What follows belongs to an exercise in optimizing a design on an open flow for small area, a short achievable clock period and few clock cycles per item; a production flow would make more cautious choices. Function was checked by simulation only, so behaviour that the tests miss may differ from the original.

==> flow/design.v (excerpt) <==
module line_follow_pid_drive (
    input  logic                                  aclk,
    input  logic                                  aresetn,
    input  logic                                  cfg_wr_en,
    input  logic [lfpd_pkg::CFG_IDX_W-1:0]        cfg_index,
    input  logic [lfpd_pkg::GAIN_W-1:0]           cfg_wdata,
    input  logic                                  s_valid,
    output logic                                  s_ready,
    input  logic [lfpd_pkg::SENSOR_W-1:0]         s_sensor_bits,
    output logic                                  m_valid,
    input  logic                                  m_ready,
    output logic signed [lfpd_pkg::DUTY_W-1:0]    m_left_duty,
    output logic signed [lfpd_pkg::DUTY_W-1:0]    m_right_duty,
    output logic                                  m_left_reverse,
    output logic                                  m_right_reverse,
    output logic                                  m_line_lost,
    output logic signed [lfpd_pkg::POS_W-1:0]     m_line_position
);
==> flow/config.mk <==
export PLATFORM = sky130hd
export DESIGN_NAME = line_follow_pid_drive
export DESIGN_NICKNAME = line_follow_pid_drive
export VERILOG_FILES = /design/flow/design.v
export SDC_FILE = /design/flow/constraint.sdc
export NUM_CORES = 4
export LEC_CHECK = 0
export CAP_MARGIN = 20
export CORE_MARGIN = 2
export CORE_UTILIZATION = 40
export SETUP_SLACK_MARGIN = 1
export SLEW_MARGIN = 20
==> flow/constraint.sdc <==
create_clock -name core_clock -period 12.0 [get_ports {aclk}]
set_input_delay 2.4000 -clock core_clock [delete_from_list [all_inputs] [get_ports {aclk}]]
set_output_delay 2.4000 -clock core_clock [all_outputs]
set_load 0.01 [all_outputs]
standard.sh (not shown) runs the stock make flow with config.mk's settings and CLKGATE_MAP_FILE= SYNTH_SCRIPT=/design/flow/synth_recipe.tcl, a recipe that flattens the netlist after the stock synthesis.
==> flow/flow/run.sh <==
#!/bin/bash
# Standard layout with one netlist step added after synthesis: flow/invopt.py
# removes inverters around the full adders of the synthesized netlist (a full
# adder is self-dual, so complementing all of its inputs complements its
# outputs). Registers and every other cell are left as synthesis made them.
set -euo pipefail
R=orfs/results/${FLOW_PLATFORM}/line_follow_pid_drive/base
bash standard.sh synth > synth.log 2>&1
cp "$R/1_2_yosys.v" "$R/1_2_yosys.std.v"
python3 flow/invopt.py "$R/1_2_yosys.std.v" "$R/1_2_yosys.v" > invopt.log 2>&1
rm -f "$R/1_synth.odb" "$R/1_synth.sdc"
bash standard.sh > layout.log 2>&1
Other scripts of this flow, unchanged in this note and not shown: flow/flow/invopt.py
Testbench counts at the start, summed over its fixed seeds: cycles 1,936, items 1,920.
Rerun with:
--- a/flow/config.mk
+++ b/flow/config.mk
@@ -11 +11 @@
-export SETUP_SLACK_MARGIN = 1
+export SETUP_SLACK_MARGIN = 3
What happened:
- The new run passed the timing, design-rule and antenna checks
- clock skew is higher by 5.0 ps
- synthesized cell count is unchanged
- fmax is higher by about 8%
- non-clock buffer count is higher by 112
Rerun with:
--- a/flow/config.mk
+++ b/flow/config.mk
@@ -11 +10,0 @@
-export SETUP_SLACK_MARGIN = 3
=> First-iteration DRC count rose by 3.1%. Wire length fell by about 7%. Clock skew fell by 7.8 ps. Flip-flop and latch count stays the same. Maximum frequency fell by about 13%. Die area stays the same. Via count fell by about 5%. Core utilization fell by 4.6 points.
Rerun with:
--- a/flow/config.mk
+++ b/flow/config.mk
@@ -10,0 +11 @@
+export SETUP_SLACK_MARGIN = 1.5
Outcome: Critical path depth is unchanged. Global-route usage hardly moves. Via count grows by 0.98%. Fmax rose by 11%. Sequential cell count does not change. Final area grows by 3.1%. Core utilization is higher by 1.4 points. Die area does not change. Count of clock-buffer cells in the layout does not change. Wire length went up by 1.8%.

========
line_follow_pid_drive, a different RTL version from the one above (not shown whole).
For scale: ~53 I/O pins.
==> flow/config.mk <==
export PLATFORM = sky130hd
export DESIGN_NAME = line_follow_pid_drive
export DESIGN_NICKNAME = line_follow_pid_drive
export VERILOG_FILES = /design/flow/design.v
export SDC_FILE = /design/flow/constraint.sdc
export NUM_CORES = 4
export LEC_CHECK = 0
export ABC_AREA = 1
export CAP_MARGIN = 20
export CORE_MARGIN = 2
export CORE_UTILIZATION = 40
export SETUP_SLACK_MARGIN = 3
export SLEW_MARGIN = 20
==> flow/constraint.sdc <==
create_clock -name core_clock -period 12.0 [get_ports {aclk}]
set_input_delay 2.4000 -clock core_clock [delete_from_list [all_inputs] [get_ports {aclk}]]
set_output_delay 2.4000 -clock core_clock [all_outputs]
set_load 0.01 [all_outputs]
Scripts as last shown in full above: flow/flow/run.sh
Other scripts of this flow, unchanged in this note and not shown: flow/flow/invopt.py
The first run went through all stages and came out clean.
Testbench counts at the start, summed over its fixed seeds: cycles 1,944, items 1,920.
Edit:
Settings changed: ABC_AREA 1 to default, CORE_UTILIZATION 40 to 70.
Utilization increases by 34 points.
Die area decreases by 43%.
Non-clock buffer count increases by 13.
Edit:
Settings changed: CORE_UTILIZATION 70 to 40.
Non-clock buffer count went up by 13. Global-route usage went down by 15 points. Flip-flop and latch count stays the same. Worst setup slack improves by 0.23 ns. Synthesized area stays the same. Critical path depth went up by 4. Final cell count went up by 13%. Utilization went down by 34 points. Fmax went up by 2.7%.
Edit:
Settings changed: CORE_UTILIZATION 40 to 55, SETUP_SLACK_MARGIN 3 to 3.5.
The new run completed with no timing, DRC or antenna violations.
Global-route usage came out higher by 8.3 points.
First-iteration DRC count came out higher by 21%.
Final cell count came out lower by 6.1%.
Worst setup slack gets better by 0.15 ns.
Routed wire length came out higher by 1.6%.
Hold slack stays flat.
Design area came out higher by 1.3%.

========
Setup of run A:
line_follow_pid_drive, a different RTL version from the one above (not shown whole).
Size in the first run: roughly 2600 cells after synthesis, ~100 flip-flops, roughly 53 I/O pins, ~22000 um2 of cells after synthesis.
clock: 12.0 ns
lec_check: 0
cap_margin: 20
core_margin: 2
core_utilization: 40
slew_margin: 20
run.sh (not shown) runs the stock make flow with config.mk's settings and CLKGATE_MAP_FILE= SYNTH_SCRIPT=/design/flow/synth_recipe.tcl, a recipe that flattens the netlist after the stock synthesis.
Stock flow here: none of the scripts above is used.
Testbench counts of run A, summed over its fixed seeds: cycles 1,936, items 1,920.
[inputs] run B vs run A
diff --git a/flow/config.mk b/flow/config.mk
--- a/flow/config.mk
+++ b/flow/config.mk
@@ -9,3 +9,4 @@
 export CORE_MARGIN = 2
-export CORE_UTILIZATION = 40
+export CORE_UTILIZATION = 65
+export PLACE_DENSITY = 0.75
 export SLEW_MARGIN = 20
==> comparison <==
Relative to run A, run B degrades final critical-path setup slack.
Taking run A as the reference point, the average wire per standard cell of run B rises by 0.72 um.
Run B — cell count about 8% lower, run A as reference
Run B does better than run A on die area.
On flip-flop and latch share of the layout cell area, run B and run A are neck and neck.
Run B vs run A — via count climbed by a few percent
Compared with run A, run B shows non-clock buffer count that has gone down by a few percent.
Inputs modified between run B and run C:
diff --git a/flow/config.mk b/flow/config.mk
--- a/flow/config.mk
+++ b/flow/config.mk
@@ -7,6 +7,6 @@
 export LEC_CHECK = 0
+export ABC_AREA = 1
 export CAP_MARGIN = 20
 export CORE_MARGIN = 2
-export CORE_UTILIZATION = 65
-export PLACE_DENSITY = 0.75
+export CORE_UTILIZATION = 40
 export SLEW_MARGIN = 20
--- outcome ---
Run C vs run B, final non-filler cell total went up by 854. Higher count of multi-input combinational gates was reported by run C, not run B. Count of filler cells inserted in the layout ended up 3100 higher on run C than on run B. Looking at design area across both flows, run C is the weaker of the two, with run B ahead. Run C ends up with higher wire length reported by the detailed router than run B does. Worst hold slack of run C is on par with run B.

========
Another version of the RTL of line_follow_pid_drive (not shown whole).
For scale: roughly 2500 cells after synthesis, about 53 I/O pins, roughly 23000 µm² of cells after synthesis.
Design line_follow_pid_drive, start of the top module:
module line_follow_pid_drive (
    input  logic                                  aclk,
    input  logic                                  aresetn,
    input  logic                                  cfg_wr_en,
    input  logic [lfpd_pkg::CFG_IDX_W-1:0]        cfg_index,
    input  logic [lfpd_pkg::GAIN_W-1:0]           cfg_wdata,
    input  logic                                  s_valid,
    output logic                                  s_ready,
    input  logic [lfpd_pkg::SENSOR_W-1:0]         s_sensor_bits,
    output logic                                  m_valid,
    input  logic                                  m_ready,
    output logic signed [lfpd_pkg::DUTY_W-1:0]    m_left_duty,
    output logic signed [lfpd_pkg::DUTY_W-1:0]    m_right_duty,
    output logic                                  m_left_reverse,
    output logic                                  m_right_reverse,
    output logic                                  m_line_lost,
    output logic signed [lfpd_pkg::POS_W-1:0]     m_line_position
);
clock: 12.0 ns
lec_check: 0
cap_margin: 20
core_margin: 2
core_utilization: 40
slew_margin: 20
standard.sh (not shown) runs the stock make flow with config.mk's settings and CLKGATE_MAP_FILE= SYNTH_SCRIPT=/design/flow/synth_recipe.tcl, a recipe that flattens the netlist after the stock synthesis.
Scripts as last shown in full above: flow/flow/run.sh
Other scripts of this flow, unchanged in this note and not shown: flow/flow/invopt.py
The starting point finished with timing, DRC and antenna clean.
Testbench counts at the start, summed over its fixed seeds: cycles 1,944, items 1,920.
==> next run, changes <==
- SETUP_SLACK_MARGIN: not set -> 3
Cell count goes up by 2.0%.
Via count goes up by 2.4%.
First-iteration DRC count goes down by 4.3%.
Hold slack is about the same.
==> next run, changes <==
- SETUP_SLACK_MARGIN: 3 -> 2
Outcome: Area after synthesis stays the same; register-to-register slack gets worse by 0.70 ns; wire length fell by 1.8%; count of clock-buffer cells in the layout rose by 1.
==> next run, changes <==
- SETUP_SLACK_MARGIN: 2 -> 4
Via count rises by 2.0%.
Cell area rises by about 6%.
Hold slack stays flat.
Clock skew stays flat.
Die area is unchanged.
Routed wire length rises by 4.6%.
Global-route usage rises by 0.92 points.
Register-to-register slack gets better by 0.55 ns.
Setup slack gets better by 0.55 ns.

========
RTL: one of the versions met above, not the one the previous note started from.
For scale: ~3200 cells after synthesis, about 100 flip-flops, ~53 I/O pins.
==> flow/design.v (excerpt) <==
module line_follow_pid_drive (
    input  logic                                  aclk,
    input  logic                                  aresetn,
    input  logic                                  cfg_wr_en,
    input  logic [lfpd_pkg::CFG_IDX_W-1:0]        cfg_index,
    input  logic [lfpd_pkg::GAIN_W-1:0]           cfg_wdata,
    input  logic                                  s_valid,
    output logic                                  s_ready,
    input  logic [lfpd_pkg::SENSOR_W-1:0]         s_sensor_bits,
    output logic                                  m_valid,
    input  logic                                  m_ready,
    output logic signed [lfpd_pkg::DUTY_W-1:0]    m_left_duty,
    output logic signed [lfpd_pkg::DUTY_W-1:0]    m_right_duty,
    output logic                                  m_left_reverse,
    output logic                                  m_right_reverse,
    output logic                                  m_line_lost,
    output logic signed [lfpd_pkg::POS_W-1:0]     m_line_position
);
==> flow/config.mk <==
export PLATFORM = sky130hd
export DESIGN_NAME = line_follow_pid_drive
export DESIGN_NICKNAME = line_follow_pid_drive
export VERILOG_FILES = /design/flow/design.v
export SDC_FILE = /design/flow/constraint.sdc
export NUM_CORES = 4
export LEC_CHECK = 0
export ABC_AREA = 1
export CAP_MARGIN = 20
export CORE_MARGIN = 2
export CORE_UTILIZATION = 40
export SLEW_MARGIN = 20
==> flow/constraint.sdc <==
create_clock -name core_clock -period 12.0 [get_ports {aclk}]
set_input_delay 2.4000 -clock core_clock [delete_from_list [all_inputs] [get_ports {aclk}]]
set_output_delay 2.4000 -clock core_clock [all_outputs]
set_load 0.01 [all_outputs]
run.sh (not shown) runs the stock make flow with config.mk's settings and CLKGATE_MAP_FILE= SYNTH_SCRIPT=/design/flow/synth_recipe.tcl, a recipe that flattens the netlist after the stock synthesis.
Stock flow here: none of the scripts above is used.
The starting point went through all stages and came out clean.
Testbench counts at the start, summed over its fixed seeds: cycles 1,936, items 1,920.
Rerun with:
--- a/flow/config.mk
+++ b/flow/config.mk
@@ -7,3 +7,2 @@
 export LEC_CHECK = 0
-export ABC_AREA = 1
 export CAP_MARGIN = 20
- flip-flop and latch count is unchanged
- maximum frequency came out higher by a few percent
- sequential share of layout area came out higher by 0.40 points
- clock skew came out higher by 0.0058 ns
- setup slack gains 0.26 ns
- count of clock-buffer cells in the layout came out lower by 1

========
Setup of build 29:
line_follow_pid_drive with an RTL version that a note above also has.
Size: about 2,400 cells after synthesis, roughly 53 I/O pins, ~22,000 um2 of cells after synthesis.
export LEC_CHECK = 0
export CAP_MARGIN = 20
export CORE_MARGIN = 2
export CORE_UTILIZATION = 55
export SETUP_SLACK_MARGIN = 3
export SLEW_MARGIN = 20
create_clock -name core_clock -period 12.0 [get_ports {aclk}]
standard.sh (not shown) runs the stock make flow with config.mk's settings and CLKGATE_MAP_FILE= SYNTH_SCRIPT=/design/flow/synth_recipe.tcl, a recipe that flattens the netlist after the stock synthesis.
==> flow/flow/run.sh <==
#!/bin/bash
# Standard layout with one netlist step added after synthesis: flow/polopt.py
# chooses the output polarity of the full adders (self-dual: complementing all
# inputs complements the outputs) and of gates that have a complementary cell
# with the same pins (and2/nand2, o21a/o21ai, ...), to drop inverters.
# Registers and all other cells are left as synthesis made them.
set -euo pipefail
R=orfs/results/${FLOW_PLATFORM}/line_follow_pid_drive/base
bash standard.sh synth > synth.log 2>&1
cp "$R/1_2_yosys.v" "$R/1_2_yosys.std.v"
python3 flow/polopt.py "$R/1_2_yosys.std.v" "$R/1_2_yosys.v" > polopt.log 2>&1
rm -f "$R/1_synth.odb" "$R/1_synth.sdc"
bash standard.sh > layout.log 2>&1
Other scripts of this flow, unchanged in this note and not shown: flow/flow/polopt.py
Testbench counts of build 29, summed over its fixed seeds: cycles 1,944, items 1,920.
> inputs changed (build 29 -> build 42)
--- a/flow/config.mk
+++ b/flow/config.mk
@@ -10 +10 @@
-export CORE_UTILIZATION = 55
+export CORE_UTILIZATION = 40
==> run notes <==
Build 29 has completed all stages; timing, DRC and antenna checks passed. Build 42 reached the end of the flow, and the finished layout is clean on the timing, design-rule and antenna checks. Comparing build 29 and build 42, the lower minimum hold slack was measured on build 29. When the final numbers for build 29 and build 42 were put side by side, the placeable core region turned out to be smaller in build 29. Final cell area: build 42 above build 29. Per the comparison of build 42 with build 29, final worst-path setup slack fell 0.14 ns, post-layout minimum cycle time rose 0.14 ns, total wire length after detailed routing rose about 3%, total via count after detailed routing rose 242. Die area deteriorates in build 42 relative to build 29. Total routing resource utilization after global routing: lower on build 42. When build 42 is measured against build 29, its final period utilization turns out 1.2 points higher.
Here is what was changed in the inputs of build 82 compared with build 42.
--- a/flow/config.mk
+++ b/flow/config.mk
@@ -10 +10,2 @@
-export CORE_UTILIZATION = 40
+export CORE_UTILIZATION = 60
+export PLACE_DENSITY = 0.7
### Flow results
The final reports for build 82 and build 42 show cell count lower in the former. Note that the critical path depth recorded for build 82 amounts to 1.10 times the value seen in build 42. Die area | build 82 < build 42. On clock latency of the later-clocked register in the worst-skew pair, build 82 and build 42 are neck and neck. Build 82 vs build 42: clock-buffer cell count up in build 82. Build 82 against build 42: met2 wire length has remained practically unchanged; largest fanout on the critical path went down; cell area dropped 2.1%.

========
Setup of the previous run:
Starting RTL as in the previous note.
==> flow/design.v (excerpt) <==
module line_follow_pid_drive (
    input  logic                                  aclk,
    input  logic                                  aresetn,
    input  logic                                  cfg_wr_en,
    input  logic [lfpd_pkg::CFG_IDX_W-1:0]        cfg_index,
    input  logic [lfpd_pkg::GAIN_W-1:0]           cfg_wdata,
    input  logic                                  s_valid,
    output logic                                  s_ready,
    input  logic [lfpd_pkg::SENSOR_W-1:0]         s_sensor_bits,
    output logic                                  m_valid,
    input  logic                                  m_ready,
    output logic signed [lfpd_pkg::DUTY_W-1:0]    m_left_duty,
    output logic signed [lfpd_pkg::DUTY_W-1:0]    m_right_duty,
    output logic                                  m_left_reverse,
    output logic                                  m_right_reverse,
    output logic                                  m_line_lost,
    output logic signed [lfpd_pkg::POS_W-1:0]     m_line_position
);
clock: 12.0 ns
lec_check: 0
cap_margin: 20
core_margin: 2
core_utilization: 55
setup_slack_margin: 3
slew_margin: 20
==> flow/flow/run.sh <==
#!/bin/bash
# Standard layout with one netlist step added after synthesis: flow/invopt.py
# removes inverters around the full adders of the synthesized netlist (a full
# adder is self-dual, so complementing all of its inputs complements its
# outputs). Registers and every other cell are left as synthesis made them.
set -euo pipefail
R=orfs/results/${FLOW_PLATFORM}/line_follow_pid_drive/base
bash standard.sh synth > synth.log 2>&1
cp "$R/1_2_yosys.v" "$R/1_2_yosys.std.v"
python3 flow/invopt.py "$R/1_2_yosys.std.v" "$R/1_2_yosys.v" > invopt.log 2>&1
rm -f "$R/1_synth.odb" "$R/1_synth.sdc"
bash standard.sh > layout.log 2>&1
Other scripts of this flow, unchanged in this note and not shown: flow/flow/invopt.py
The previous run reached the final stage; the timing, design-rule and antenna checks on its layout passed.
Testbench counts of the previous run, summed over its fixed seeds: cycles 1,944, items 1,920.
Setup changes, the previous run to the current run
- CORE_UTILIZATION: 55 -> 40
- SETUP_SLACK_MARGIN: 3 -> 3.5
- Compared with the previous run, the current run degrades die area.
- The current run vs the previous run, instance count: the current run higher
- [compare] base=the previous run new=the current run: clock-pin transition on the worst setup and hold timing paths barely changed, area of all placed cells without fillers now sits higher.
- Diff the current run..the previous run | final hold slack | negligible
- Compared with the previous run, in the current run half-perimeter wire length after placement now smaller; post-layout minimum cycle time now smaller; number of global-route vias before repair now larger.

## re-timing with driven ports
The flow's constraints put no driver on any port. The routed layouts listed below were extracted and timed again, unchanged, in two steps. Step 1: set_driving_cell puts a clkbuf_16 on aclk and a buf_2 on each other input, an assumption about the parent block. Step 2 adds t to the input delays and takes it off the output delays; t is the mean of the earliest and latest rising clock arrival at the registers after step 1. Input paths then give back, and output paths get back, about the clock's delay inside the block. a / b / c = ideal / step 1 / step 2; a / b = the first two.
| run | t (ns) | setup WS [ns] | worst data-port slew with drivers (ns) |
|---|---|---|---|
| the first run of note 1 | 0.408 | 1.292 / 1.244 / 1.652 | 0.04 |
| the second run of note 1 | 0.408 | 2.072 / 2.024 / 2.432 | 0.05 |
| the third run of note 1 | 0.411 | 0.573 / 0.525 / 0.936 | 0.04 |
| the fourth run of note 1 | 0.411 | 1.715 / 1.667 / 2.015 | 0.04 |
| the first run of note 2 | 0.496 | 3.224 / 3.224 / 3.072 | 0.04 |
| the second run of note 2 | 0.467 | 3.008 / 3.008 / 3.008 | 0.07 |
| the third run of note 2 | 0.498 | 3.241 / 3.241 / 2.938 | 0.11 |
| the fourth run of note 2 | 0.488 | 3.387 / 3.387 / 3.387 | 0.03 |
| run A | 0.402 | 0.715 / 0.672 / 0.890 | 0.04 |
| run B | 0.392 | 0.518 / 0.477 / 0.837 | 0.09 |
| run C | 0.408 | 0.788 / 0.738 / 1.146 | 0.04 |
| the first run of note 4 | 0.490 | 1.611 / 1.611 / 1.611 | 0.08 |
| the second run of note 4 | 0.488 | 3.145 / 3.145 / 3.093 | 0.04 |
| the third run of note 4 | 0.492 | 2.445 / 2.445 / 2.445 | 0.08 |
| the fourth run of note 4 | 0.503 | 2.992 / 2.992 / 2.992 | 0.10 |
| the first run of note 5 | 0.412 | 0.662 / 0.614 / 1.026 | 0.11 |
| the second run of note 5 | 0.408 | 0.920 / 0.866 / 1.093 | 0.04 |
| build 29 | 0.471 | 3.249 / 3.249 / 2.987 | 0.06 |
| build 42 | 0.488 | 3.110 / 3.110 / 3.046 | 0.10 |
| build 82 | 0.475 | 3.181 / 3.181 / 3.051 | 0.04 |
| the previous run | 0.480 | 3.306 / 3.306 / 3.054 | 0.04 |
| the current run | 0.494 | 3.389 / 3.389 / 3.389 | 0.03 |
After both steps every run listed still meets setup and hold. The setup slack of the third run of note 2, which loses most, moves by 0.000 ns with the drivers and by -0.303 ns with both steps.
